Background: an optimization exercise with open tools, aiming at small area and a short achievable clock period. Do not read the settings as production practice. In this exercise RTL edits were held to simulation tests only and were not proved equivalent to the original. Power and IR drop assume default switching activity.

--- design/flow/run.sh ---
#!/bin/bash
# synth_recipe.tcl (not shown) runs the flow's synth.tcl, then flattens the netlist and writes it again
# the make line also repeats each setting of config.mk as NAME=value (left out here)
make -C /OpenROAD-flow-scripts/flow DESIGN_CONFIG=/design/flow/config.mk WORK_HOME=/design/flow/orfs CLKGATE_MAP_FILE= SYNTH_SCRIPT=/design/flow/synth_recipe.tcl finish
--- design/flow/config.mk ---
export PLATFORM = sky130hd
export DESIGN_NAME = wide_mult_result_serializer
export DESIGN_NICKNAME = wide_mult_result_serializer
export VERILOG_FILES = /design/flow/design.v
export SDC_FILE = /design/flow/constraint.sdc
export NUM_CORES = 4
export LEC_CHECK = 0
export CAP_MARGIN = 20
export CORE_MARGIN = 2
export CORE_UTILIZATION = 45
export CTS_CLUSTER_DIAMETER = 60
export CTS_CLUSTER_SIZE = 30
export SETUP_SLACK_MARGIN = 3.0
export SLEW_MARGIN = 20
--- design/flow/constraint.sdc ---
create_clock -name core_clock -period 5.5 [get_ports {clock}]
set_input_delay 1.1000 -clock core_clock [delete_from_list [all_inputs] [get_ports {clock}]]
set_output_delay 1.1000 -clock core_clock [all_outputs]
set_load 0.01 [all_outputs]
--- design/flow/design.v ---
module wide_mult_result_serializer #(
  parameter int LATENCY = 7,
  parameter int DEPTH   = 8
) (
  input  logic         clock,
  input  logic         resetn,
  input  logic         start,
  input  logic [255:0] return_val,
  input  logic         clear,
  output logic [63:0]  out_data,
  output logic         out_valid,
  input  logic         out_ready,
  output logic         out_last,
  output logic [7:0]   out_tag,
  output logic [4:0]   fifo_count,
  output logic         overflow
);
  localparam int PW = $clog2(DEPTH);
  localparam int NW = 4 * DEPTH;
  logic [LATENCY-1:0] tracker;
  logic [LATENCY-1:0] tracker_next;
  logic               capture;
  logic               capture_next;
  logic [255:0]       mem_d [DEPTH];
  logic [7:0]         mem_t [DEPTH];
  logic [PW-1:0]      wr_ptr;
  logic [1:0]         beat;
  logic [7:0]         seq;
  logic [4:0]         count;
  logic               valid_r;
  logic               full_r;
  logic               multi_r;    
  logic [NW-1:0]      rsel;       
  logic [DEPTH-1:0]   we_r;       
  logic [63:0]        data_r;
  logic [7:0]         tag_r;
  logic               last_r;
  logic               ovf_r;
  logic               xfer;
  logic               pop;
  logic               store;
  logic [1:0]         beat_n;
  logic [PW-1:0]      wr_ptr_n;
  logic [4:0]         count_n;
  logic [63:0]        rd_word;
  logic [7:0]         rd_tag;
  logic               a_rd;       
  logic               a_rv;       
  logic               a_tag_rd;   
  logic               a_tag_hold;
  logic               b_rv;       
  logic [63:0]        data_a;
  logic [63:0]        data_b;
  logic [7:0]         tag_a;
  logic [7:0]         tag_b;
  generate
    if (LATENCY > 1) begin : g_shift
      assign tracker_next = {tracker[LATENCY-2:0], start};
      assign capture_next = tracker[LATENCY-2];
    end else begin : g_single
      assign tracker_next = start;
      assign capture_next = start;
    end
  endgenerate
  assign capture = tracker[LATENCY-1];
  assign xfer    = valid_r & out_ready;
  assign pop     = xfer & (beat == 2'd3);
  assign store   = capture & (~full_r | pop);
  assign beat_n   = xfer ? beat + 2'd1 : beat;
  assign wr_ptr_n = store ? wr_ptr + 1'b1 : wr_ptr;
  always_comb begin
    count_n = count;
    if (store && !pop) count_n = count + 5'd1;
    else if (pop && !store) count_n = count - 5'd1;
  end
  always_comb begin
    rd_word = '0;
    for (int i = 0; i < NW; i++)
      rd_word = rd_word | (mem_d[i/4][64*(i%4) +: 64] & {64{rsel[i]}});
    rd_tag = '0;
    for (int i = 0; i < DEPTH; i++)
      rd_tag = rd_tag | (mem_t[i] & {8{rsel[4*i]}});
  end
  assign a_rd       = valid_r & ((beat != 2'd3) | multi_r);
  assign a_rv       = capture & ~a_rd;
  assign a_tag_rd   = valid_r & (beat == 2'd3) & multi_r;
  assign a_tag_hold = valid_r & (beat != 2'd3);
  assign b_rv       = capture & ~valid_r;
  assign data_a = (rd_word & {64{a_rd}}) | (return_val[63:0] & {64{a_rv}});
  assign data_b = (data_r & {64{valid_r}}) | (return_val[63:0] & {64{b_rv}});
  assign tag_a  = (rd_tag & {8{a_tag_rd}}) | (tag_r & {8{a_tag_hold}}) |
                  (seq & {8{a_rv}});
  assign tag_b  = (tag_r & {8{valid_r}}) | (seq & {8{b_rv}});
  always_ff @(posedge clock or negedge resetn) begin
    if (!resetn) begin
      tracker <= '0;
      wr_ptr  <= '0;
      beat    <= 2'd0;
      seq     <= 8'd0;
      count   <= 5'd0;
      valid_r <= 1'b0;
      full_r  <= 1'b0;
      multi_r <= 1'b0;
      rsel    <= NW'(2);
      we_r    <= '0;
      data_r  <= '0;
      tag_r   <= '0;
      last_r  <= 1'b0;
      ovf_r   <= 1'b0;
    end else if (clear) begin
      tracker <= '0;
      wr_ptr  <= '0;
      beat    <= 2'd0;
      seq     <= 8'd0;
      count   <= 5'd0;
      valid_r <= 1'b0;
      full_r  <= 1'b0;
      multi_r <= 1'b0;
      rsel    <= NW'(2);
      we_r    <= '0;
      data_r  <= '0;
      tag_r   <= '0;
      last_r  <= 1'b0;
      ovf_r   <= 1'b0;
    end else begin
      tracker <= tracker_next;
      if (capture) seq <= seq + 8'd1;
      wr_ptr  <= wr_ptr_n;
      beat    <= beat_n;
      count   <= count_n;
      valid_r <= (count_n != 5'd0);
      full_r  <= (count_n == 5'(DEPTH));
      multi_r <= (count_n > 5'd1);
      last_r  <= (count_n != 5'd0) & (beat_n == 2'd3);
      if (xfer) rsel <= {rsel[NW-2:0], rsel[NW-1]};
      for (int e = 0; e < DEPTH; e++)
        we_r[e] <= capture_next & (wr_ptr_n == PW'(e)) &
                   ((count_n != 5'(DEPTH)) | (beat_n == 2'd3));
      if (capture & full_r & ~pop) ovf_r <= 1'b1;
      data_r  <= out_ready ? data_a : data_b;
      tag_r   <= out_ready ? tag_a : tag_b;
    end
  end
  always_ff @(posedge clock) begin
    for (int e = 0; e < DEPTH; e++)
      if (we_r[e]) begin
        mem_d[e] <= return_val;
        mem_t[e] <= seq;
      end
  end
  assign out_data   = data_r;
  assign out_valid  = valid_r;
  assign out_last   = last_r;
  assign out_tag    = tag_r;
  assign fifo_count = count;
  assign overflow   = ovf_r;
endmodule
==> impl_metrics.toml, run 1 <==
[grt]
overflow = 0
grt_usage = 0.299
grt_pass1_vias = 47994
grt_pass1_wl_mm = 385
grt_max_degree = 138
grt_antenna_before_repair = 54

[clocking]
cts-htree-levels = 4
numCtsBuffers = 134
clk_pin_slew_ns = 0.09
clockBufferDepth = 3
clk_latency_ns = 0.84
clock_sinks = 2254
root_buffer = "clkbuf_16"
cts_tree = "yes"

[synth]
ys_seq_area_frac = 0.825
synth_simple_gate_area_frac = 0.0326
synth_top_family_by_area = "compound AO/OA/AOI/OAI gates"
synth_nets = 4683
synth_edf_count = 2112
synth_fa_ha_area_frac = 0.000771
synthFlopType = "edfxtp_1"
synth_xor_area_frac = 0.00119
synth_seq_cells = 2254
muxShareOfSynthArea = 0.000247
avgSynthCellArea_um2 = 18.4
netlist_area_um2 = 81200
synthArstFlopShare = 0.0630
ys_warn_count = 3
synth_cell_type_count = 49
synth_compound_area_frac = 0.125
synthCells = 4417

[timing]
timing.final.ws_setup_ns = 2.91
timing.final.hold_violations = 0
tightest_slew_ns = 1.11
whs_ns = 0.231
max_slew_margin = 0.257
tns_ns = 0
fmax_mhz = 387
rsz0062_at_grt = "true"
drv_slew = 0
fin_crit_sh = 0.470
period_needed_ns = 2.59
setup_viol = 0
finClkSkew_ns = 0.0440

[status]
status = "complete, no violations"

[die]
ioPinCount = 341
die_h_um = 429
dieArea_um2 = 184000
rows = 155
start_util = 0.454
core_um2 = 179000
die_x_um = 429

[worst_setup_path]
cp_slowest_cell = "dfrtp_2"
critPathMaxStageDelay_ns = 0.50
cp_top_family = "flip-flops"
critPathCaptureType = "primary output"
critPathBufInv = 1
worst-endpoint-required_ns = 4.40
rrSetupSlack_ns = 3.00
cp-start-kind = "flop"
crit_type = "reg2out"
crit_arrival_ns = 1.49
path_max_fanout = 2
crit_chain = "buf_6"

[pwr]
peakVddDrop_mv = 0.369
swShare = 0.213
comb_power_share = 0.021
p_seq_frac = 0.611
p_per_area_nw_per_um2 = 328
power_frac_clock = 0.368
internal_power_mw = 24.2
p_sw_mw = 6.55
p_leak_nw = 28.3
p_total_mw = 30.7

[finish]
finalCoreUtilization = 0.524
finalNonFillerCells = 7244
final_area_um2 = 93600
fin_nets = 5017
syn_to_final_growth_pct = 15.4
final_layout_size_suffix_gt1_frac = 0.118

[place]
numPlacedInstances = 6880
gp_congestion = 0.786
dp_hpwl_mm = 131
place_area_um2 = 87400
numPortBuffers = 340
dpl_worst_slack_ns = 1.93

[route]
dr.first_iter.drc_count = 7563
drc = 0
wire_per_inst_um = 39.6
ant_nets = 0
vias = 49727
wirelength_mm = 287
first_pass_iters = 6
via_per_inst = 6.86

[job]
maxCapViolCount = 0

[worst_hold_path]
hp-class = "in2async"
[power groups by stage]
stage | combinational (mW) | sequential [mW] | clock [mW]
final | 0.646 | 18.8 | 11.3
after global placement | 0.620 | 19.2 | 0
after floorplan | 0.0699 | 19.2 | 0
after detailed placement | 0.631 | 19.2 | 0
after CTS | 0.634 | 18.8 | 11.4
after global routing | 0.682 | 18.8 | 12.0
[layout by cell type, fill, tap and decap left out, types with 7 or more instances in the layout]
master,count
a211oi_2,7
a21oi_1,40
a221oi_1,73
a22oi_1,1056
a311oi_1,64
buf_12,51
buf_16,17
buf_2,36
buf_4,68
buf_6,73
clkbuf_1,9
clkbuf_16,142
clkdlybuf4s50_1,257
clkinv_2,10
clkinv_4,10
clkinv_8,9
clkinvlp_4,10
dfrtp_1,73
dfrtp_2,27
dfrtp_4,41
diode_2,30
edfxtp_1,2112
inv_12,10
inv_6,19
inv_8,15
nand2_1,157
nand4_1,268
nor2_1,23
nor2b_1,11
nor3_1,12
o41ai_1,63
[worst paths after layout]
| check | startpoint | endpoint | depth (start not counted) |
|---|---|---|---|
| setup / recovery | data_r[54]$_DFF_PN0_ | out_data[54] | 1 |
| hold reg to reg | tracker[3]$_DFF_PN0_ | tracker[4]$_DFF_PN0_ | 1 |
| min in group core_clock | tracker[3]$_DFF_PN0_ | tracker[4]$_DFF_PN0_ | 1 |
| setup reg to reg | rsel[15]$_DFFE_PN0P_ | data_r[61]$_DFF_PN0_ | 5 |
| max in group asynchronous | resetn | rsel[18]$_DFFE_PN0P_ | 2 |
| hold / removal | resetn | tracker[0]$_DFF_PN0_ | 1 |
[cell families (layout without fill, tap and decap cells)]
logic type	after synthesis	after routing
AO/OA/AOI/OAI	1334	1334
XOR/XNOR	11	11
adder cells (fa/ha/maj)	5	5
buffers and inverters	315	757
flip-flops	2254	2254
multiplexers	2	2
other	0	30
AND/OR/NAND/NOR	496	496
[worst register-to-register path, delay by kind of cell, from the launching register on]
| kind | cells | cell delay [ns] |
|---|---|---|
| flops | 1 | 0.72 |
| buf+inv | 1 | 0.42 |
| simple gates | 1 | 0.16 |
| compound gates | 3 | 1.00 |
[cell type report]
cell class	instances	area (um^2)
Antenna cell	30	75.1
Clock buffer	153	3600
Clock inverter	91	1030
Fill cell	14108	85200
Inverter	7	27.5
Multi-Input combinational cell	1848	13100
Sequential cell	2254	67200
Tap cell	2355	2950
Timing Repair Buffer	506	5640
[registers in the layout (all words and copies together), names as in the netlist, 7 cells and up]
name	cells
mem_t	64
data_r	64
rsel	32
seq	8
tracker	7
mem_d	2048
we_r	8
tag_r	8
[Yosys cell counts (3+ instances only)]
cell type  instances  share of area
nand3_1            3        0.00018
nand4_1          268          0.021
a221oi_1          73         0.0079
a211oi_1          14         0.0013
dfrtp_1          141          0.043
xnor2_1            5        0.00054
edfxtp_1        2112           0.78
nand2_1          157         0.0073
ha_1               5        0.00077
o41ai_1           64         0.0069
a311oi_1          64         0.0069
buf_2              3        0.00018
clkbuf_1         216          0.010
a22oi_1         1056          0.098
buf_1             86         0.0040
nor3_1            12        0.00074
o21ai_0            6        0.00037
inv_1              6        0.00028
a31oi_1            6        0.00046
nor2b_1           12        0.00092
xor2_1             6        0.00065
and3_1             4        0.00031
a21oi_1           40         0.0025
nor2_1            25         0.0012
[layer usage]
layer,vias to the layer above,part of all wire,track usage
li1,19420,-,-
met1,26134,0.37,0.412
met2,3533,0.46,0.466
met3,608,0.12,0.0658
met4,32,0.044,0.118
met5,-,0.00069,0
[timing repair]
item,4_1_cts,5_1_grt
setup endpoints to repair,165,143
pin swaps,1,3
cloned,0,1
setup buffers,54,35
hold buffers,0,0
resized for setup,429,42
==> run 2: changes to the inputs <==
==> design/flow/flow/run.sh (new file) <==
#!/bin/bash
set -euo pipefail
export BUFFER_PORTS_ARGS="-buffer_cell sky130_fd_sc_hd__buf_1"
bash standard.sh > standard_flow.log 2>&1
==> design/flow/standard.sh (new file) <==
#!/bin/bash
# synth_recipe.tcl (not shown) runs the flow's synth.tcl, then flattens the netlist and writes it again
# the make line also repeats each setting of config.mk as NAME=value (left out here)
make -C /OpenROAD-flow-scripts/flow DESIGN_CONFIG=/design/flow/config.mk WORK_HOME=/design/flow/orfs CLKGATE_MAP_FILE= SYNTH_SCRIPT=/design/flow/synth_recipe.tcl "${@:-finish}"
--- a/design/flow/config.mk
+++ b/design/flow/config.mk
@@ -11,4 +11,4 @@
 export CTS_CLUSTER_DIAMETER = 60
 export CTS_CLUSTER_SIZE = 30
-export SETUP_SLACK_MARGIN = 3.0
+export SETUP_SLACK_MARGIN = 2.8
 export SLEW_MARGIN = 20
removed: design/flow/run.sh
==> impl_metrics.toml, run 2 <==
[synth]
avgSynthCellArea_um2 = 18.4
yosys.area.top_type = "edfxtp_1"
synthCells = 4417
synthArstFlopShare = 0.0630
synth_cell_type_count = 49
synthTopCellsByCount = "2112 x edfxtp_1, 1056 x a22oi_1, 268 x nand4_1"
synth.most_common_cell = "edfxtp_1"
synth_area_leaders = "edfxtp_1 78%, a22oi_1 9.8%, dfrtp_1 4.3%, nand4_1 2.1%, clkbuf_1 1.0%"
synth_nets = 4683
ys_seq_area_frac = 0.825
synth_edf_count = 2112
yosysTopAreaCellShare = 0.781
synthFlopType = "edfxtp_1"
ys_warn_count = 3
synth_seq_cells = 2254
netlist_area_um2 = 81200

[clocking]
clk_pin_slew_ns = 0.10
clk_latency_ns = 0.83
root_buffer = "clkbuf_16"
cts_tree = "yes"
cts-htree-levels = 4
clockBufferDepth = 3
clock_sinks = 2254
numCtsBuffers = 135

[timing]
rsz0062_at_grt = "false"
tightest_slew_ns = 1.08
period_needed_ns = 2.66
fin_crit_sh = 0.484
max_slew_margin = 0.279
finClkSkew_ns = 0.0400
tns_ns = 0
fmax_mhz = 375
drv_slew = 0
timing.final.ws_setup_ns = 2.84
whs_ns = 0.359
timing.final.hold_violations = 0
setup_viol = 0

[finish]
layout_commonest_cell = "edfxtp_1"
fin_nets = 4956
syn_to_final_growth_pct = 11.6
finalCoreUtilization = 0.507
largest_reg_flops = 2048
final_layout_size_suffix_gt1_frac = 0.0852
reg_top3 = "mem_d x2048, data_r x64, mem_t x64"
finalNonFillerCells = 7182
mostFrequentLayoutCells = "2112 x edfxtp_1, 1056 x a22oi_1, 321 x buf_1"
max_flop_register = "mem_d"

[worst_setup_path]
regToRegStartpoint = "rsel[17]$_DFFE_PN0P_"
cp_top_family = "flip-flops"
crit_type = "reg2out"
critPathMaxStageDelay_ns = 0.38
critPathCaptureType = "primary output"
crit_arrival_ns = 1.56
cp-start-kind = "flop"
crit_chain = "buf_1"
path_max_fanout = 2
worst-endpoint-required_ns = 4.40
rr_worst_depth = 5
critPathBufInv = 1
rrSetupSlack_ns = 2.85
rr_endpoint = "data_r[13]$_DFF_PN0_"
cp_slowest_cell = "dfrtp_1"

[place]
numPlacedInstances = 6898
dp_hpwl_mm = 134
dpl_worst_slack_ns = 1.78
numPortBuffers = 340
gp_congestion = 0.809

[worst_hold_path]
hp-class = "in2async"

[route]
first_pass_iters = 6
drc = 0
wire_per_inst_um = 37.9
dr.first_iter.drc_count = 6596
wirelength_mm = 272
ant_nets = 0
vias = 48908
via_per_inst = 6.81

[pwr]
internal_power_mw = 24.3
swShare = 0.212
p_seq_frac = 0.608
p_sw_mw = 6.54
power_frac_clock = 0.376
p_leak_nw = 26.9
peakVddDrop_mv = 0.343
p_per_area_nw_per_um2 = 341
comb_power_share = 0.016

[die]
dieArea_um2 = 184000
core_um2 = 179000
die_h_um = 429
ioPinCount = 341
start_util = 0.454
rows = 155
die_x_um = 429

[job]
maxCapViolCount = 0

[grt]
grt_pass1_wl_mm = 375
grt_pass1_vias = 47295
overflow = 0
grt_max_degree = 130
grt_usage = 0.289
grt_antenna_before_repair = 60

[status]
status = "complete, no violations"
==> run 2: logic make-up after synthesis <==
group / after synthesis / share of synthesized area
buffers and inverters: 315 / 0.0148
adder cells (fa/ha/maj): 5 / 0.000771
flip-flops: 2254 / 0.825
multiplexers: 2 / 0.000247
AO/OA/AOI/OAI: 1334 / 0.125
XOR/XNOR: 11 / 0.00119
AND/OR/NAND/NOR: 496 / 0.0326
==> run 2: metrics by stage <==
stage          cell area (um^2)  total power [mW]
6_report                  90600              30.8
2_1_floorplan             81200              19.2
3_3_place_gp              85500              19.6
3_5_place_dp              85500              19.6
5_1_grt                   90600              31.6
4_1_cts                   90500              30.9
==> run 2: worst max path at each step <==
stage / depth (start not counted) / to / from
2_1_floorplan: 0 / mem_d[5][0]$_DFFE_PP_ / we_r[5]$_DFF_PN0_
3_3_place_gp: 8 / last_r$_DFF_PN0_ / out_ready
3_5_place_dp: 5 / tag_r[7]$_DFF_PN0_ / out_ready
4_1_cts: 1 / out_data[62] / data_r[62]$_DFF_PN0_
5_1_grt: 1 / out_tag[1] / tag_r[1]$_DFF_PN0_
6_report: 1 / out_data[34] / data_r[34]$_DFF_PN0_
==> run 2: final cells by class <==
| cell class | count | area, um^2 |
|---|---|---|
| clock inverter | 94 | 1190 |
| clock buffer | 152 | 3620 |
| tap | 2355 | 2950 |
| sequential | 2254 | 67100 |
| multi-input combinational | 1848 | 13000 |
| timing repair buffer | 444 | 2580 |
| fill | 14475 | 88200 |
| antenna | 28 | 70.1 |
| inverter | 7 | 30.0 |
==> run 2: power by group through the flow <==
| stage | clock network, mW | logic (mW) | registers [mW] |
|---|---|---|---|
| 2_1_floorplan | 0 | 0.0695 | 19.2 |
| 3_3_place_gp | 0 | 0.463 | 19.2 |
| 3_5_place_dp | 0 | 0.476 | 19.2 |
| 4_1_cts | 11.7 | 0.480 | 18.8 |
| 5_1_grt | 12.3 | 0.520 | 18.8 |
| 6_report | 11.6 | 0.483 | 18.8 |
==> run 2: per-layer routing <==
layer / global-route usage / routed length [um] / up-vias
met2: 0.465 / 130000 / 3029
met5: 0 / 203 / -
met3: 0.0614 / 28000 / 576
met4: 0.103 / 10100 / 32
li1: - / - / 19274
met1: 0.390 / 104000 / 25997
==> run 2: what timing repair did <==
action / in CTS / in global routing
resized for setup: 19 / 12
setup buffers: 8 / 2
hold buffers: 0 / 0
endpoints found under the setup margin: 97 / 51
gates cloned: 0 / 0
==> run 3: changes to the inputs <==
--- a/design/flow/config.mk
+++ b/design/flow/config.mk
@@ -11,4 +11,4 @@
 export CTS_CLUSTER_DIAMETER = 60
 export CTS_CLUSTER_SIZE = 30
-export SETUP_SLACK_MARGIN = 2.8
+export SETUP_SLACK_MARGIN = 3.0
 export SLEW_MARGIN = 20
==> impl_metrics.toml, run 3 <==
[finish]
syn_to_final_growth_pct = 13.4
layout_commonest_cell = "edfxtp_1"
final_layout_size_suffix_gt1_frac = 0.115
largest_reg_flops = 2048
reg_top3 = "mem_d x2048, data_r x64, mem_t x64"
max_flop_register = "mem_d"
fin_nets = 5018
mostFrequentLayoutCells = "2112 x edfxtp_1, 1056 x a22oi_1, 268 x nand4_1"

[die]
start_util = 0.454
ioPinCount = 341
die_x_um = 429
dieArea_um2 = 184000
rows = 155
die_h_um = 429
core_um2 = 179000

[timing]
fmax_mhz = 387
finClkSkew_ns = 0.0314
drv_slew = 0
tns_ns = 0
timing.final.hold_violations = 0
rsz0062_at_grt = "true"
period_needed_ns = 2.58
tightest_slew_ns = 1.10
fin_crit_sh = 0.469
setup_viol = 0
max_slew_margin = 0.269
whs_ns = 0.251
timing.final.ws_setup_ns = 2.92

[clocking]
clk_latency_ns = 0.85
root_buffer = "clkbuf_16"
clk_pin_slew_ns = 0.09
cts-htree-levels = 4
clockBufferDepth = 3
cts_tree = "yes"
cts_hold_buf = 0
numCtsBuffers = 131
clock_sinks = 2254

[synth]
ys_seq_area_frac = 0.825
avgSynthCellArea_um2 = 18.4
netlist_area_um2 = 81200
synth_compound_area_frac = 0.125
synth_simple_gate_area_frac = 0.0326
synth_nets = 4683
synth.most_common_cell = "edfxtp_1"
synth_top_family_by_area = "compound AO/OA/AOI/OAI gates"
yosysTopAreaCellShare = 0.781
synthTopCellsByCount = "2112 x edfxtp_1, 1056 x a22oi_1, 268 x nand4_1"
synth_edf_count = 2112
ys_warn_count = 3
synthCells = 4417
synth_area_leaders = "edfxtp_1 78%, a22oi_1 9.8%, dfrtp_1 4.3%, nand4_1 2.1%, clkbuf_1 1.0%"
muxShareOfSynthArea = 0.000247
synth_seq_cells = 2254
synth_fa_ha_area_frac = 0.000771
synth_xor_area_frac = 0.00119
yosys.area.top_type = "edfxtp_1"
synthArstFlopShare = 0.0630
synth_cell_type_count = 49
synthFlopType = "edfxtp_1"

[grt]
overflow = 0
grt_max_degree = 123
grt_pass1_vias = 46528
grt_antenna_before_repair = 79
grt_pass1_wl_mm = 383
grt_usage = 0.297

[worst_setup_path]
cp_slowest_cell = "dfrtp_4"
cp-startpoint = "valid_r$_DFF_PN0_"
critPathCaptureType = "primary output"
critical_path_cell_count = 1
path_max_fanout = 2
crit_type = "reg2out"
critPathBufInv = 1
cp_top_family = "flip-flops"
crit_chain = "buf_6"
worst-endpoint-required_ns = 4.40
regToRegStartpoint = "rsel[16]$_DFFE_PN0P_"
rr_worst_depth = 5
cp-start-kind = "flop"
critPathMaxStageDelay_ns = 0.51
crit_arrival_ns = 1.48

[route]
first_pass_iters = 9
dr.first_iter.drc_count = 7675
ant_nets = 0
via_per_inst = 6.90
vias = 50033
wirelength_mm = 284
wire_per_inst_um = 39.1
drc = 0

[worst_hold_path]
hp-class = "in2async"

[place]
dpl_worst_slack_ns = 1.64
dp_hpwl_mm = 130
numPortBuffers = 340
gp_congestion = 0.774

[pwr]
p_leak_nw = 27.7
peakVddDrop_mv = 0.258
p_per_area_nw_per_um2 = 334

[status]
status = "complete, no violations"

[job]
maxCapViolCount = 0
## run 3: cell counts after synthesis
Identical to the previous run, type by type.
## run 3: worst paths after layout
kind	slack (ns)	to
max	2.92	out_valid
min	0.25	rsel[6]$_DFFE_PN0P_
max reg2reg	3.02	data_r[34]$_DFF_PN0_
min reg2reg	0.46	tracker[5]$_DFF_PN0_
max in group asynchronous	4.03	data_r[58]$_DFF_PN0_
min in group core_clock	0.46	tracker[5]$_DFF_PN0_
## run 3: layout make-up
class / instances / area (um^2)
Clock inverter: 93 / 1280
Multi-Input combinational cell: 1850 / 13100
Inverter: 7 / 31.3
Antenna cell: 37 / 92.6
Sequential cell: 2254 / 67200
Fill cell: 14374 / 86800
Timing Repair Buffer: 508 / 3940
Tap cell: 2355 / 2950
Clock buffer: 149 / 3450
## run 3: logic make-up (layout without fill, tap and decap cells)
group / count (synthesis) / in the layout
DFF: 2254 / 2254
AOI/OAI and AO/OA: 1334 / 1334
and+or+nand+nor: 496 / 498
buffers and inverters: 315 / 757
xor gates and xnor gates: 11 / 11
adders and majority gates: 5 / 5
muxes: 2 / 2
other: 0 / 37
## run 3: worst register-to-register path, delay by kind of cell, from the launching register on
kind	cells	cell delay (ns)
AO/OA/AOI/OAI	3	1.08
flip-flops	1	0.79
buffers and inverters	1	0.34
AND/OR/NAND/NOR	1	0.12
## run 3: metal layers
layer / global-route usage / routed length (um)
met1: 0.407 / 106000
met2: 0.464 / 132000
met3: 0.0706 / 34200
met4: 0.112 / 11600
met5: 0 / 379
## run 3: timing repair
item / in CTS / in global routing
setup buffers: 67 / 28
endpoints found under the hold margin: 0 / 0
resized for setup: 181 / 33
gates cloned: 2 / 0
pin swaps: 3 / 1
setup endpoints to repair: 165 / 115
## run 3: report_power, final
group | switching, mW | internal [mW]
Clock | 6.13 | 5.36
Sequential | 0.0289 | 18.7
Combinational | 0.404 | 0.115
## run 3: per-stage QoR
stage	power, mW	util	instance area [um^2]	cells
2_1_floorplan	19.2	-	81200	4417
3_3_place_gp	19.6	0.477	85300	6876
3_5_place_dp	19.6	0.477	85300	6877
4_1_cts	30.8	0.512	91500	7188
5_1_grt	31.4	0.514	92000	7240
6_report	30.8	0.515	92000	7253
==> run 4: changes to the inputs <==
--- a/design/flow/config.mk
+++ b/design/flow/config.mk
@@ -8,5 +8,5 @@
 export CAP_MARGIN = 20
 export CORE_MARGIN = 2
-export CORE_UTILIZATION = 45
+export CORE_UTILIZATION = 58
 export CTS_CLUSTER_DIAMETER = 60
 export CTS_CLUSTER_SIZE = 30
==> impl_metrics.toml, run 4 <==
[status]
status = "complete, no violations"

[die]
rows = 137
die_x_um = 378
dieArea_um2 = 143000
core_um2 = 139000
die_h_um = 378
start_util = 0.583
ioPinCount = 341

[route]
wire_per_inst_um = 40.2
vias = 50016
drc = 0
first_pass_iters = 8
dr.first_iter.drc_count = 7721
ant_nets = 0
wirelength_mm = 273
via_per_inst = 7.38

[timing]
fin_crit_sh = 0.462
finClkSkew_ns = 0.0387
tightest_slew_ns = 1.22
whs_ns = 0.211
fmax_mhz = 393
rsz0062_at_grt = "true"
period_needed_ns = 2.54
setup_viol = 0
drv_slew = 0
tns_ns = 0
timing.final.hold_violations = 0
max_slew_margin = 0.188

[pwr]
power_frac_clock = 0.383
p_seq_frac = 0.601
p_per_area_nw_per_um2 = 343
p_leak_nw = 27.6
peakVddDrop_mv = 0.341
p_sw_mw = 6.46
swShare = 0.207
internal_power_mw = 24.8
comb_power_share = 0.016

[grt]
overflow = 0
grt_usage = 0.378
grt_pass1_wl_mm = 374
grt_antenna_before_repair = 49
grt_max_degree = 130
grt_pass1_vias = 47887

[finish]
reg_top3 = "mem_d x2048, data_r x64, mem_t x64"
finalNonFillerCells = 6779
mostFrequentLayoutCells = "2112 x edfxtp_1, 1056 x a22oi_1, 273 x buf_1"
layout_commonest_cell = "edfxtp_1"
finalCoreUtilization = 0.655
fin_nets = 5022
max_flop_register = "mem_d"
final_layout_size_suffix_gt1_frac = 0.110
syn_to_final_growth_pct = 12.3
largest_reg_flops = 2048

[synth]
synth_edf_count = 2112
synthTopCellsByCount = "2112 x edfxtp_1, 1056 x a22oi_1, 268 x nand4_1"
synthArstFlopShare = 0.0630
yosysTopAreaCellShare = 0.781
synth_nets = 4683
synth_cell_type_count = 49
netlist_area_um2 = 81200
avgSynthCellArea_um2 = 18.4
synthCells = 4417
yosys.area.top_type = "edfxtp_1"
ys_seq_area_frac = 0.825
synth_seq_cells = 2254
ys_warn_count = 3
synth_area_leaders = "edfxtp_1 78%, a22oi_1 9.8%, dfrtp_1 4.3%, nand4_1 2.1%, clkbuf_1 1.0%"
synth.most_common_cell = "edfxtp_1"
synthFlopType = "edfxtp_1"

[clocking]
cts-htree-levels = 4
cts_hold_buf = 0
clk_pin_slew_ns = 0.08
root_buffer = "clkbuf_16"
clk_latency_ns = 0.82
clockBufferDepth = 3
numCtsBuffers = 143
clock_sinks = 2254
cts_tree = "yes"

[place]
gp_congestion = 0.794
dp_hpwl_mm = 131
numPortBuffers = 340
numPlacedInstances = 6425

[worst_setup_path]
crit_type = "reg2out"
critPathMaxStageDelay_ns = 0.49
critPathCaptureType = "primary output"
crit_chain = "buf_6"
cp_slowest_cell = "dfrtp_2"
crit_arrival_ns = 1.44
cp_top_family = "flip-flops"
worst-endpoint-required_ns = 4.40
cp-start-kind = "flop"
path_max_fanout = 2
critPathBufInv = 1

[job]
maxCapViolCount = 0

[worst_hold_path]
hp-class = "in2async"
## run 4: cell counts after synthesis
Identical to the previous run, type by type.
## run 4: power groups by stage
| stage | clock (mW) | combinational, mW | sequential [mW] |
|---|---|---|---|
| detailed placement | 0 | 0.478 | 19.2 |
| CTS | 12.0 | 0.501 | 18.8 |
| global placement | 0 | 0.467 | 19.2 |
| finish | 12.0 | 0.513 | 18.8 |
| floorplan | 0 | 0.0699 | 19.2 |
| global route | 12.6 | 0.548 | 18.8 |
## run 4: kinds of logic (layout without fill, tap and decap cells)
group                      after synthesis  in the layout  share of synthesized area
other                                    0             25                          0
muxes                                    2              2                   0.000247
buffers and inverters                  315            775                     0.0148
adders and majority gates                5              5                   0.000771
and+or+nand+nor                        496            497                     0.0326
DFF                                   2254           2254                      0.825
AOI/OAI and AO/OA                     1334           1334                      0.125
xor gates and xnor gates                11             11                    0.00119
## run 4: worst paths after layout
| path | startpoint | endpoint | slack (ns) | depth (start not counted) |
|---|---|---|---|---|
| max | data_r[51]$_DFF_PN0_ | out_data[51] | 2.96 | 1 |
| min | resetn | data_r[24]$_DFF_PN0_ | 0.21 | 1 |
| max reg2reg | rsel[20]$_DFFE_PN0P_ | data_r[58]$_DFF_PN0_ | 3.00 | 6 |
| min reg2reg | tracker[4]$_DFF_PN0_ | tracker[5]$_DFF_PN0_ | 0.47 | 1 |
| max in group asynchronous | resetn | rsel[10]$_DFFE_PN0P_ | 3.92 | 2 |
| min in group core_clock | tracker[4]$_DFF_PN0_ | tracker[5]$_DFF_PN0_ | 0.47 | 1 |
## run 4: stage by stage
step	power, mW	setup WS [ns]	area (um^2)
after floorplan	19.2	2.91	81200
after global placement	19.6	1.96	84900
after detailed placement	19.6	1.90	84900
after CTS	31.3	2.92	90800
after global routing	31.9	2.94	91100
final	31.2	2.96	91200
## run 4: metal layers
metal,routed length [um],share of wire,GRT usage,vias up
met4,10600,0.039,0.129,40
li1,-,-,-,19452
met1,99200,0.36,0.533,26103
met3,35100,0.13,0.0820,636
met2,128000,0.47,0.592,3785
met5,242,0.00089,0,-
## run 4: cell type report
class	instances	area (um^2)
Sequential cell	2254	67100
Clock inverter	98	1130
Antenna cell	25	62.6
Inverter	7	28.8
Fill cell	9710	48000
Timing Repair Buffer	501	3400
Multi-Input combinational cell	1849	13100
Clock buffer	169	3940
Tap cell	1876	2350
## run 4: repair_timing
action,4_1_cts,5_1_grt
pin swaps,2,0
setup buffers,41,19
setup endpoints to repair,185,79
gates cloned,2,0
resized for setup,116,26
==> run 5: changes to the inputs <==
--- a/design/flow/config.mk
+++ b/design/flow/config.mk
@@ -8,7 +8,7 @@
 export CAP_MARGIN = 20
 export CORE_MARGIN = 2
-export CORE_UTILIZATION = 58
+export CORE_UTILIZATION = 52
 export CTS_CLUSTER_DIAMETER = 60
 export CTS_CLUSTER_SIZE = 30
-export SETUP_SLACK_MARGIN = 3.0
+export SETUP_SLACK_MARGIN = 3.1
 export SLEW_MARGIN = 20
==> impl_metrics.toml, run 5 <==
[finish]
final_area_um2 = 91700
syn_to_final_growth_pct = 13.0
layout_commonest_cell = "edfxtp_1"
fin_nets = 5044
mostFrequentLayoutCells = "2112 x edfxtp_1, 1056 x a22oi_1, 268 x nand4_1"
largest_reg_flops = 2048
max_flop_register = "mem_d"
reg_top3 = "mem_d x2048, data_r x64, mem_t x64"
final_layout_size_suffix_gt1_frac = 0.121

[pwr]
p_leak_nw = 27.8
p_total_mw = 30.9
peakVddDrop_mv = 0.296
p_per_area_nw_per_um2 = 337

[die]
rows = 144
start_util = 0.525
die_h_um = 399
ioPinCount = 341
die_x_um = 399
core_um2 = 155000
dieArea_um2 = 159000

[job]
maxCapViolCount = 0

[synth]
ys_seq_area_frac = 0.825
synthTopCellsByCount = "2112 x edfxtp_1, 1056 x a22oi_1, 268 x nand4_1"
synthCells = 4417
synthFlopType = "edfxtp_1"
yosysTopAreaCellShare = 0.781
netlist_area_um2 = 81200
synth.most_common_cell = "edfxtp_1"
ys_warn_count = 3
synth_nets = 4683
avgSynthCellArea_um2 = 18.4
synth_area_leaders = "edfxtp_1 78%, a22oi_1 9.8%, dfrtp_1 4.3%, nand4_1 2.1%, clkbuf_1 1.0%"
synth_seq_cells = 2254
yosys.area.top_type = "edfxtp_1"
synthArstFlopShare = 0.0630
synth_cell_type_count = 49
synth_edf_count = 2112

[grt]
grt_antenna_before_repair = 63
grt_usage = 0.342
grt_pass1_wl_mm = 378
grt_max_degree = 134
overflow = 0
grt_pass1_vias = 47484

[place]
dp_hpwl_mm = 128
gp_congestion = 0.814
numPortBuffers = 340
place_area_um2 = 85000

[worst_setup_path]
crit_chain = "buf_6"
cp-start-kind = "flop"
cp_top_family = "flip-flops"
critPathMaxStageDelay_ns = 0.50
critPathBufInv = 1
crit_arrival_ns = 1.45
path_max_fanout = 2
worst-endpoint-required_ns = 4.40
crit_type = "reg2out"
cp_slowest_cell = "dfrtp_2"
critPathCaptureType = "primary output"

[timing]
fmax_mhz = 393
setup_viol = 0
tightest_slew_ns = 1.27
tns_ns = 0
timing.final.hold_violations = 0
max_slew_margin = 0.152
rsz0062_at_grt = "true"
fin_crit_sh = 0.463
period_needed_ns = 2.55
finClkSkew_ns = 0.0327
drv_slew = 0

[clocking]
cts_tree = "yes"
clk_pin_slew_ns = 0.09
clk_latency_ns = 0.81
numCtsBuffers = 139
clockBufferDepth = 3
cts_hold_buf = 0
root_buffer = "clkbuf_16"
cts-htree-levels = 4
clock_sinks = 2254

[route]
via_per_inst = 7.19
drc = 0
wire_per_inst_um = 39.7
vias = 50113
wirelength_mm = 277
dr.first_iter.drc_count = 7052
ant_nets = 0
first_pass_iters = 7

[worst_hold_path]
hp-class = "in2async"

[status]
status = "complete, no violations"
## run 5: area by class of cell
class	instances	area [um^2]
diodes	34	85.1
clock buffers	161	3750
clock inverters	95	1120
fillers	11507	62900
inverters	7	27.5
multi-input cells	1848	13100
flip-flops and latches	2254	67200
well taps	2044	2560
repair buffers	528	3910
## run 5: through the flow
| step | hold WS [ns] | utilization | cells | worst slack [ns] |
|---|---|---|---|---|
| final | 0.316 | 0.593 | 6971 | 2.95 |
| after global routing | 0.289 | 0.593 | 6954 | 2.92 |
| after CTS | 0.292 | 0.589 | 6895 | 2.92 |
| after detailed placement | 0.453 | 0.550 | 6585 | 2.44 |
| after global placement | 0.447 | 0.550 | 6585 | 2.10 |
| after floorplan | 0.439 | - | 4417 | 2.91 |
## run 5: where the power goes
part | total [mW] | switching [mW] | internal [mW]
clock | 11.7 | 6.14 | 5.52
sequential | 18.8 | 0.0283 | 18.7
combinational | 0.522 | 0.408 | 0.114
## run 5: timing repair
action,in CTS,in global routing
cloned,1,0
setup buffers,53,42
pin swaps,1,2
hold endpoints to repair,0,0
resized for setup,153,56
endpoints found under the setup margin,167,134
## run 5: metal layers
| layer | track usage | vias up | share of wire |
|---|---|---|---|
| met5 | 0 | - | 0.0011 |
| met4 | 0.129 | 46 | 0.038 |
| met3 | 0.0745 | 614 | 0.12 |
| met2 | 0.542 | 3512 | 0.47 |
| met1 | 0.470 | 26447 | 0.37 |
| li1 | - | 19494 | - |
## run 5: path summary, 6_finish.rpt
kind                                 startpoint                    to  slack (ns)  cells past startpoint
setup / recovery           data_r[49]$_DFF_PN0_          out_data[49]        2.95                      1
hold / removal                           resetn  data_r[21]$_DFF_PN0_        0.32                      1
setup reg to reg            rsel[6]$_DFFE_PN0P_  data_r[27]$_DFF_PN0_        3.08                      5
hold reg to reg            tracker[1]$_DFF_PN0_  tracker[2]$_DFF_PN0_        0.47                      1
max in group asynchronous                resetn  rsel[26]$_DFFE_PN0P_        3.59                      2
min in group core_clock    tracker[1]$_DFF_PN0_  tracker[2]$_DFF_PN0_        0.47                      1
## run 5: cells by family (layout without fill, tap and decap cells)
| kind of cell | after synthesis | after routing | synth area share |
|---|---|---|---|
| AO/OA/AOI/OAI | 1334 | 1334 | 0.125 |
| buffers and inverters | 315 | 791 | 0.0148 |
| adder cells (fa/ha/maj) | 5 | 5 | 0.000771 |
| AND/OR/NAND/NOR | 496 | 496 | 0.0326 |
| flip-flops | 2254 | 2254 | 0.825 |
| XOR/XNOR | 11 | 11 | 0.00119 |
| other | 0 | 34 | 0 |
| multiplexers | 2 | 2 | 0.000247 |
==> run 6: changes to the inputs <==
--- a/design/flow/config.mk
+++ b/design/flow/config.mk
@@ -11,4 +11,5 @@
 export CTS_CLUSTER_DIAMETER = 60
 export CTS_CLUSTER_SIZE = 30
-export SETUP_SLACK_MARGIN = 3.1
+export PLACE_DENSITY = 0.7
+export SETUP_SLACK_MARGIN = 3.0
 export SLEW_MARGIN = 20
==> impl_metrics.toml, run 6 <==
[clocking]
numCtsBuffers = 121
clock_sinks = 2254
root_buffer = "clkbuf_16"
clk_latency_ns = 0.82
cts-htree-levels = 3
cts_tree = "yes"
clockBufferDepth = 3
clk_pin_slew_ns = 0.10

[synth]
synthArstFlopShare = 0.0630
synth_nets = 4683
ys_seq_area_frac = 0.825
synth_seq_cells = 2254
synth_compound_area_frac = 0.125
ys_warn_count = 3
synthFlopType = "edfxtp_1"
avgSynthCellArea_um2 = 18.4
yosysTopAreaCellShare = 0.781
synth_xor_area_frac = 0.00119
synth_edf_count = 2112
synthTopCellsByCount = "2112 x edfxtp_1, 1056 x a22oi_1, 268 x nand4_1"
synth_cell_type_count = 49
synth_area_leaders = "edfxtp_1 78%, a22oi_1 9.8%, dfrtp_1 4.3%, nand4_1 2.1%, clkbuf_1 1.0%"
synthCells = 4417
muxShareOfSynthArea = 0.000247
yosys.area.top_type = "edfxtp_1"
synth_fa_ha_area_frac = 0.000771
synth.most_common_cell = "edfxtp_1"
netlist_area_um2 = 81200
synth_top_family_by_area = "compound AO/OA/AOI/OAI gates"
synth_simple_gate_area_frac = 0.0326

[worst_setup_path]
cp_top_family = "flip-flops"
rrSetupSlack_ns = 3.00
worst-endpoint-required_ns = 4.40
path_max_fanout = 2
crit_chain = "buf_6"
crit_arrival_ns = 1.50
cp_slowest_cell = "dfrtp_2"
critPathMaxStageDelay_ns = 0.51
crit_type = "reg2out"
critPathBufInv = 1
critPathCaptureType = "primary output"
cp-start-kind = "flop"

[route]
ant_nets = 0
wire_per_inst_um = 39.4
vias = 50397
dr.first_iter.drc_count = 8541
wirelength_mm = 272
via_per_inst = 7.29
first_pass_iters = 6
drc = 0

[grt]
grt_usage = 0.338
grt_pass1_vias = 48277
grt_pass1_wl_mm = 375
grt_antenna_before_repair = 62
overflow = 0
grt_max_degree = 138

[timing]
drv_slew = 0
setup_viol = 0
tns_ns = 0
finClkSkew_ns = 0.0513
period_needed_ns = 2.60
timing.final.hold_violations = 0
fmax_mhz = 385
rsz0062_at_grt = "true"
whs_ns = 0.178
tightest_slew_ns = 1.21
timing.final.ws_setup_ns = 2.90
max_slew_margin = 0.190
fin_crit_sh = 0.472

[die]
core_um2 = 155000
rows = 144
dieArea_um2 = 159000
die_x_um = 399
die_h_um = 399
ioPinCount = 341
start_util = 0.525

[pwr]
p_seq_frac = 0.620
swShare = 0.219
power_frac_clock = 0.363
internal_power_mw = 23.6
comb_power_share = 0.017
p_per_area_nw_per_um2 = 332
p_sw_mw = 6.64
peakVddDrop_mv = 0.350
p_leak_nw = 27.4

[finish]
fillers = 11227
fin_nets = 4992
syn_to_final_growth_pct = 12.4
finalNonFillerCells = 6917
final_layout_size_suffix_gt1_frac = 0.114
layout_commonest_cell = "edfxtp_1"
mostFrequentLayoutCells = "2112 x edfxtp_1, 1056 x a22oi_1, 268 x nand4_1"
max_flop_register = "mem_d"
reg_top3 = "mem_d x2048, data_r x64, mem_t x64"
largest_reg_flops = 2048

[worst_hold_path]
hp-class = "in2async"

[place]
gp_congestion = 0.826
dpl_worst_slack_ns = 1.53
numPortBuffers = 340
dp_hpwl_mm = 128
numPlacedInstances = 6565

[status]
status = "complete, no violations"

[job]
maxCapViolCount = 0
-- run 6: cell counts after synthesis --
Identical to the previous run, type by type.
-- run 6: logic make-up (layout without fill, tap and decap cells) --
logic type	count (synthesis)	in the layout
buffers and inverters	315	730
other	0	41
and+or+nand+nor	496	496
DFF	2254	2254
AOI/OAI and AO/OA	1334	1334
xor gates and xnor gates	11	11
adders and majority gates	5	5
muxes	2	2
-- run 6: final timing paths --
check | from | end | depth (start not counted)
setup reg to reg | rsel[28]$_DFFE_PN0P_ | data_r[38]$_DFF_PN0_ | 5
hold reg to reg | tracker[0]$_DFF_PN0_ | tracker[1]$_DFF_PN0_ | 1
max in group asynchronous | resetn | we_r[1]$_DFF_PN0_ | 2
hold / removal | resetn | ovf_r$_DFFE_PN0P_ | 1
min in group core_clock | tracker[0]$_DFF_PN0_ | tracker[1]$_DFF_PN0_ | 1
setup / recovery | data_r[63]$_DFF_PN0_ | out_data[63] | 1
-- run 6: repair_timing --
| action | 4_1_cts | 5_1_grt |
|---|---|---|
| pin swaps | 3 | 0 |
| setup buffers | 61 | 21 |
| hold buffers | 0 | 0 |
| gates resized for setup | 169 | 42 |
| setup endpoints to repair | 164 | 102 |
| endpoints found under the hold margin | 0 | 0 |
-- run 6: power by group through the flow --
stage / combinational [mW] / clock [mW] / sequential, mW
after global routing: 0.546 / 11.6 / 18.8
after CTS: 0.496 / 11.0 / 18.8
final: 0.514 / 11.0 / 18.8
after detailed placement: 0.467 / 0 / 19.2
after floorplan: 0.0699 / 0 / 19.2
after global placement: 0.451 / 0 / 19.2
-- run 6: area by class of cell --
type | count | area, um^2 | share of cell area
diodes | 41 | 103 | 0.00112
clock buffers | 125 | 3070 | 0.0337
clock inverters | 104 | 1430 | 0.0157
inverters | 7 | 27.5 | 0.000302
multi-input cells | 1848 | 13100 | 0.144
flip-flops and latches | 2254 | 67200 | 0.736
well taps | 2044 | 2560 | 0.0280
repair buffers | 494 | 3710 | 0.0407
-- run 6: per-stage QoR --
stage | utilization | area (um^2) | power (mW)
after global routing | 0.590 | 91100 | 30.9
after floorplan | - | 81200 | 19.2
final | 0.590 | 91200 | 30.3
after CTS | 0.587 | 90700 | 30.3
after detailed placement | 0.549 | 84800 | 19.6
after global placement | 0.549 | 84800 | 19.6
-- run 6: per-layer routing --
metal | global-route usage | share of wire | up-vias
met1 | 0.447 | 0.34 | 25752
met5 | 0 | 0.0014 | -
met3 | 0.108 | 0.16 | 759
met4 | 0.145 | 0.047 | 58
met2 | 0.521 | 0.45 | 4453
li1 | - | - | 19375
==> run 7: changes to the inputs <==
--- a/design/flow/config.mk
+++ b/design/flow/config.mk
@@ -11,5 +11,4 @@
 export CTS_CLUSTER_DIAMETER = 60
 export CTS_CLUSTER_SIZE = 30
-export PLACE_DENSITY = 0.7
 export SETUP_SLACK_MARGIN = 3.0
 export SLEW_MARGIN = 20
==> impl_metrics.toml, run 7 <==
[die]
ioPinCount = 341
die_x_um = 399
rows = 144
dieArea_um2 = 159000
die_h_um = 399
core_um2 = 155000
start_util = 0.525

[worst_setup_path]
path_max_fanout = 2
critPathCaptureType = "primary output"
cp-startpoint = "data_r[49]$_DFF_PN0_"
regToRegStartpoint = "rsel[12]$_DFFE_PN0P_"
critPathBufInv = 1
crit_arrival_ns = 1.44
cp_slowest_cell = "dfrtp_2"
critPathMaxStageDelay_ns = 0.49
crit_type = "reg2out"
critical_path_cell_count = 1
rrSetupSlack_ns = 3.04
endpoint = "out_data[49]"
worst-endpoint-required_ns = 4.40
rr_worst_depth = 5
crit_chain = "buf_6"
cp_top_family = "flip-flops"
rr_endpoint = "data_r[21]$_DFF_PN0_"
cp-start-kind = "flop"

[grt]
overflow = 0
grt_usage = 0.335
grt_max_degree = 134
grt_pass1_vias = 47350
grt_antenna_before_repair = 64
grt_pass1_wl_mm = 372

[synth]
yosys.area.top_type = "edfxtp_1"
synth_seq_cells = 2254
ys_warn_count = 3
netlist_area_um2 = 81200
synth.most_common_cell = "edfxtp_1"
synthTopCellsByCount = "2112 x edfxtp_1, 1056 x a22oi_1, 268 x nand4_1"
synthCells = 4417
synth_edf_count = 2112
ys_seq_area_frac = 0.825
synthFlopType = "edfxtp_1"
synth_nets = 4683
synth_cell_type_count = 49
synthArstFlopShare = 0.0630
avgSynthCellArea_um2 = 18.4
synth_area_leaders = "edfxtp_1 78%, a22oi_1 9.8%, dfrtp_1 4.3%, nand4_1 2.1%, clkbuf_1 1.0%"
yosysTopAreaCellShare = 0.781

[route]
vias = 49553
wire_per_inst_um = 39.4
first_pass_iters = 6
drc = 0
ant_nets = 0
via_per_inst = 7.15
wirelength_mm = 273
dr.first_iter.drc_count = 6506

[timing]
setup_viol = 0
timing.final.hold_violations = 0
finClkSkew_ns = 0.0328
tightest_slew_ns = 1.27
whs_ns = 0.315
rsz0062_at_grt = "true"
drv_slew = 0
period_needed_ns = 2.54
fmax_mhz = 393
fin_crit_sh = 0.462
max_slew_margin = 0.154
tns_ns = 0

[finish]
max_flop_register = "mem_d"
largest_reg_flops = 2048
reg_top3 = "mem_d x2048, data_r x64, mem_t x64"
mostFrequentLayoutCells = "2112 x edfxtp_1, 1056 x a22oi_1, 268 x nand4_1"
seqCellArea_um2 = 67200
layout_commonest_cell = "edfxtp_1"
fillers = 11566
syn_to_final_growth_pct = 12.1
fin_nets = 4996
multi_input_area_um2 = 13100
final_layout_size_suffix_gt1_frac = 0.110

[pwr]
peakVddDrop_mv = 0.293
p_leak_nw = 27.4
p_per_area_nw_per_um2 = 340
p_total_mw = 30.9

[clocking]
root_buffer = "clkbuf_16"
cts-htree-levels = 4
clk_latency_ns = 0.81
clock_sinks = 2254
clk_pin_slew_ns = 0.09
cts_tree = "yes"
clockBufferDepth = 3
numCtsBuffers = 139
cts_hold_buf = 0

[place]
gp_congestion = 0.814
dp_hpwl_mm = 128
numPortBuffers = 340

[status]
status = "complete, no violations"

[worst_hold_path]
hp-class = "in2async"

[job]
maxCapViolCount = 0
[run 7: routing by layer]
layer / up-vias / part of all wire / GRT usage
met5: - / 0.0013 / 0
met4: 54 / 0.041 / 0.126
met3: 627 / 0.11 / 0.0691
met2: 3391 / 0.47 / 0.534
met1: 26085 / 0.38 / 0.460
li1: 19396 / - / -
[run 7: kinds of logic after synthesis]
logic type,after synthesis,synth area share
DFF,2254,0.825
adders and majority gates,5,0.000771
buffers and inverters,315,0.0148
and+or+nand+nor,496,0.0326
xor gates and xnor gates,11,0.00119
muxes,2,0.000247
AOI/OAI and AO/OA,1334,0.125
[run 7: area by class of cell]
class | count | share of cell area
sequential | 2254 | 0.738
multi-input combinational | 1848 | 0.144
clock buffer | 161 | 0.0412
timing repair buffer | 480 | 0.0353
tap | 2044 | 0.0281
clock inverter | 95 | 0.0123
antenna | 38 | 0.00104
inverter | 7 | 0.000302
[run 7: metrics by stage]
| stage | instances | setup slack [ns] | utilization | area (um^2) |
|---|---|---|---|---|
| floorplan | 4417 | 2.91 | - | 81200 |
| global placement | 6585 | 2.10 | 0.550 | 85000 |
| detailed placement | 6585 | 2.44 | 0.550 | 85000 |
| CTS | 6871 | 2.90 | 0.586 | 90500 |
| global route | 6914 | 2.92 | 0.588 | 91000 |
| finish | 6927 | 2.96 | 0.589 | 91000 |
[run 7: worst min path at each step]
stage          slack [ns]                 start                   end
4_1_cts              0.29                resetn  data_r[21]$_DFF_PN0_
5_1_grt              0.29                resetn  data_r[21]$_DFF_PN0_
6_report             0.32                resetn  data_r[21]$_DFF_PN0_
3_5_place_dp         0.45  tracker[4]$_DFF_PN0_  tracker[5]$_DFF_PN0_
3_3_place_gp         0.45  tracker[1]$_DFF_PN0_  tracker[2]$_DFF_PN0_
2_1_floorplan        0.44  tracker[0]$_DFF_PN0_  tracker[1]$_DFF_PN0_
[run 7: report_power, final]
part / switching (mW) / leakage [nW] / internal [mW]
sequential: 0.0279 / 20.8 / 18.7
clock: 6.12 / 2.36 / 5.52
combinational: 0.405 / 4.25 / 0.101
total: 6.56 / 27.4 / 24.4
[run 7: what timing repair did]
| item | CTS | global route |
|---|---|---|
| gates cloned | 0 | 1 |
| endpoints found under the setup margin | 156 | 102 |
| pin swaps | 1 | 1 |
| resized for setup | 107 | 48 |
| buffers inserted | 30 | 17 |
==> run 8: changes to the inputs <==
==> design/flow/flow/run.sh (replaced) <==
#!/bin/bash
set -euo pipefail
export BUFFER_PORTS_ARGS="-buffer_cell sky130_fd_sc_hd__buf_1"
export CTS_ARGS="-sink_clustering_enable -repair_clock_nets -sink_clustering_size 22 -sink_clustering_max_diameter 45 -sink_clustering_buffer sky130_fd_sc_hd__clkbuf_8 -buf_list sky130_fd_sc_hd__clkbuf_16"
bash standard.sh > standard_flow.log 2>&1
--- a/design/flow/config.mk
+++ b/design/flow/config.mk
@@ -9,6 +9,6 @@
 export CORE_MARGIN = 2
 export CORE_UTILIZATION = 52
-export CTS_CLUSTER_DIAMETER = 60
-export CTS_CLUSTER_SIZE = 30
+export CTS_CLUSTER_DIAMETER = 45
+export CTS_CLUSTER_SIZE = 22
 export SETUP_SLACK_MARGIN = 3.0
 export SLEW_MARGIN = 20
==> impl_metrics.toml, run 8 <==
[route]
ant_nets = 0
dr.first_iter.drc_count = 6946
via_per_inst = 7.05
drc = 0
first_pass_iters = 6
wire_per_inst_um = 38.8
wirelength_mm = 274
vias = 49856

[timing]
finClkSkew_ns = 0.0373
timing.final.hold_violations = 0
drv_slew = 0
rsz0062_at_grt = "true"
tightest_slew_ns = 1.28
period_needed_ns = 2.58
fmax_mhz = 388
fin_crit_sh = 0.469
setup_viol = 0
max_slew_margin = 0.150
tns_ns = 0

[grt]
busiest_layer = "met2"
grt_usage = 0.338
grt_util_met1 = 0.465
grt_max_degree = 134
grt_pass1_vias = 48030
use_met3 = 0.0714
use_met2 = 0.536
grt_antenna_before_repair = 56
overflow = 0
grt_pass1_wl_mm = 375

[worst_setup_path]
critical_path_cell_count = 1
cp_slowest_cell = "dfrtp_2"
critPathBufInv = 1
rr_worst_depth = 6
cp-start-kind = "flop"
critPathMaxStageDelay_ns = 0.50
cp_top_family = "flip-flops"
crit_arrival_ns = 1.48
cp-startpoint = "data_r[32]$_DFF_PN0_"
regToRegStartpoint = "rsel[20]$_DFFE_PN0P_"
critPathCaptureType = "primary output"
crit_chain = "buf_6"
worst-endpoint-required_ns = 4.40
crit_type = "reg2out"
path_max_fanout = 2

[pwr]
p_per_area_nw_per_um2 = 339
p_leak_nw = 27.7
peakVddDrop_mv = 0.329

[synth]
ys_seq_area_frac = 0.825
yosysTopAreaCellShare = 0.781
synthFlopType = "edfxtp_1"
synth_compound_area_frac = 0.125
muxShareOfSynthArea = 0.000247
synth_simple_gate_area_frac = 0.0326
synth_nets = 4683
synth.most_common_cell = "edfxtp_1"
synthTopCellsByCount = "2112 x edfxtp_1, 1056 x a22oi_1, 268 x nand4_1"
avgSynthCellArea_um2 = 18.4
synth_top_family_by_area = "compound AO/OA/AOI/OAI gates"
synthArstFlopShare = 0.0630
synth_edf_count = 2112
yosys.area.top_type = "edfxtp_1"
synthCells = 4417
synth_cell_type_count = 49
ys_warn_count = 3
synth_area_leaders = "edfxtp_1 78%, a22oi_1 9.8%, dfrtp_1 4.3%, nand4_1 2.1%, clkbuf_1 1.0%"
synth_fa_ha_area_frac = 0.000771
synth_seq_cells = 2254
synth_xor_area_frac = 0.00119
netlist_area_um2 = 81200

[place]
gp_congestion = 0.814
numPortBuffers = 340
dp_hpwl_mm = 128

[die]
start_util = 0.525
dieArea_um2 = 159000
ioPinCount = 341
core_um2 = 155000
rows = 144
die_x_um = 399
die_h_um = 399

[clocking]
numCtsBuffers = 205
clock_sinks = 2254
cts-htree-levels = 4
cts_tree = "yes"
clk_latency_ns = 0.83
clk_pin_slew_ns = 0.11
clockBufferDepth = 3
root_buffer = "clkbuf_16"

[status]
status = "complete, no violations"

[finish]
finalCoreUtilization = 0.590
mostFrequentLayoutCells = "2112 x edfxtp_1, 1056 x a22oi_1, 268 x nand4_1"
max_flop_register = "mem_d"
layout_commonest_cell = "edfxtp_1"
multi_input_area_um2 = 13100
syn_to_final_growth_pct = 12.4
fin_nets = 5068
final_layout_size_suffix_gt1_frac = 0.134
reg_top3 = "mem_d x2048, data_r x64, mem_t x64"
largest_reg_flops = 2048
seqCellArea_um2 = 67200
fillers = 11562

[worst_hold_path]
hp-class = "in2async"

[job]
maxCapViolCount = 0
-- run 8: per-stage QoR --
step	cells	total power [mW]	hold WS (ns)	area [um^2]	worst slack, ns
2_1_floorplan	4417	19.2	0.439	81200	2.91
3_3_place_gp	6585	19.6	0.447	85000	2.10
4_1_cts	7012	31.0	0.272	90800	2.89
6_report	7069	30.9	0.285	91300	2.92
3_5_place_dp	6585	19.6	0.453	85000	2.44
5_1_grt	7051	31.7	0.263	91200	2.89
-- run 8: metal layers --
metal,vias to the layer above,wire [um],part of all wire
met5,-,459,0.0017
met4,54,10500,0.038
met3,625,31200,0.11
met2,3399,130000,0.47
met1,26197,102000,0.37
li1,19581,-,-
-- run 8: timing repair --
item / CTS / global route
hold endpoints to repair: 0 / 0
pin swaps: 1 / 1
setup endpoints to repair: 159 / 104
cloned: 0 / 1
setup buffers: 36 / 17
hold buffers: 0 / 0
gates resized for setup: 130 / 45
-- run 8: layout make-up --
type,count,share of cell area
Antenna cell,39,0.00107
Clock buffer,206,0.0333
Clock inverter,185,0.0218
Inverter,7,0.000302
Multi-Input combinational cell,1848,0.143
Sequential cell,2254,0.736
Tap cell,2044,0.0280
Timing Repair Buffer,486,0.0363
-- run 8: cells by family after synthesis --
kind of cell | Yosys count
XOR/XNOR | 11
adder cells (fa/ha/maj) | 5
AO/OA/AOI/OAI | 1334
AND/OR/NAND/NOR | 496
flip-flops | 2254
buffers and inverters | 315
multiplexers | 2
-- run 8: path summary, 6_finish.rpt --
path                                        endpoint  slack, ns
worst max register to register  data_r[58]$_DFF_PN0_       2.96
worst min-delay path            data_r[32]$_DFF_PN0_       0.29
min in group core_clock         tracker[2]$_DFF_PN0_       0.47
max in group asynchronous        rsel[4]$_DFFE_PN0P_       3.61
worst min register to register  tracker[2]$_DFF_PN0_       0.47
worst max-delay path                    out_data[32]       2.92
-- run 8: report_power, final --
part           switching, mW  internal (mW)  leakage, nW
sequential            0.0281           18.7         20.8
clock                   6.56           5.10         2.53
combinational          0.406          0.107         4.31
total                   7.00           23.9         27.7

==> port drivers added, routing unchanged <==
In the flow no input, the clock included, has a driving cell. The finished layouts below were timed again as built, in two steps.
Step 1 assumes that a clkbuf_16 drives the clock port and a buf_2 every other input.
Step 2 also shifts input and output timing later by t, the mid clock arrival at the registers, as if the neighbouring blocks saw the same clock.
a / b / c = ideal / step 1 / step 2; a / b = the first two.
| run | shift t [ns] | slack for setup (ns) | worst data-port slew with drivers (ns) | pins driven straight from the clock port |
|---|---|---|---|---|
| run 1 | 0.899 | 2.915 / 2.829 / 2.285 | 0.19 | 1 |
| run 2 | 0.902 | 2.837 / 2.744 / 2.059 | 0.18 | 1 |
| run 3 | 0.920 | 2.919 / 2.824 / 2.308 | 0.21 | 1 |
| run 4 | 0.883 | 2.958 / 2.875 / 2.280 | 0.17 | 1 |
| run 5 | 0.868 | 2.953 / 2.874 / 2.591 | 0.17 | 1 |
| run 6 | 0.881 | 2.905 / 2.820 / 2.240 | 0.23 | 1 |
| run 7 | 0.874 | 2.958 / 2.873 / 2.590 | 0.18 | 1 |
| run 8 | 0.892 | 2.922 / 2.840 / 2.588 | 0.15 | 1 |
After both steps every run listed still meets setup and hold. The setup slack of run 2, which loses most, moves by -0.093 ns with the drivers and by -0.778 ns with both steps.
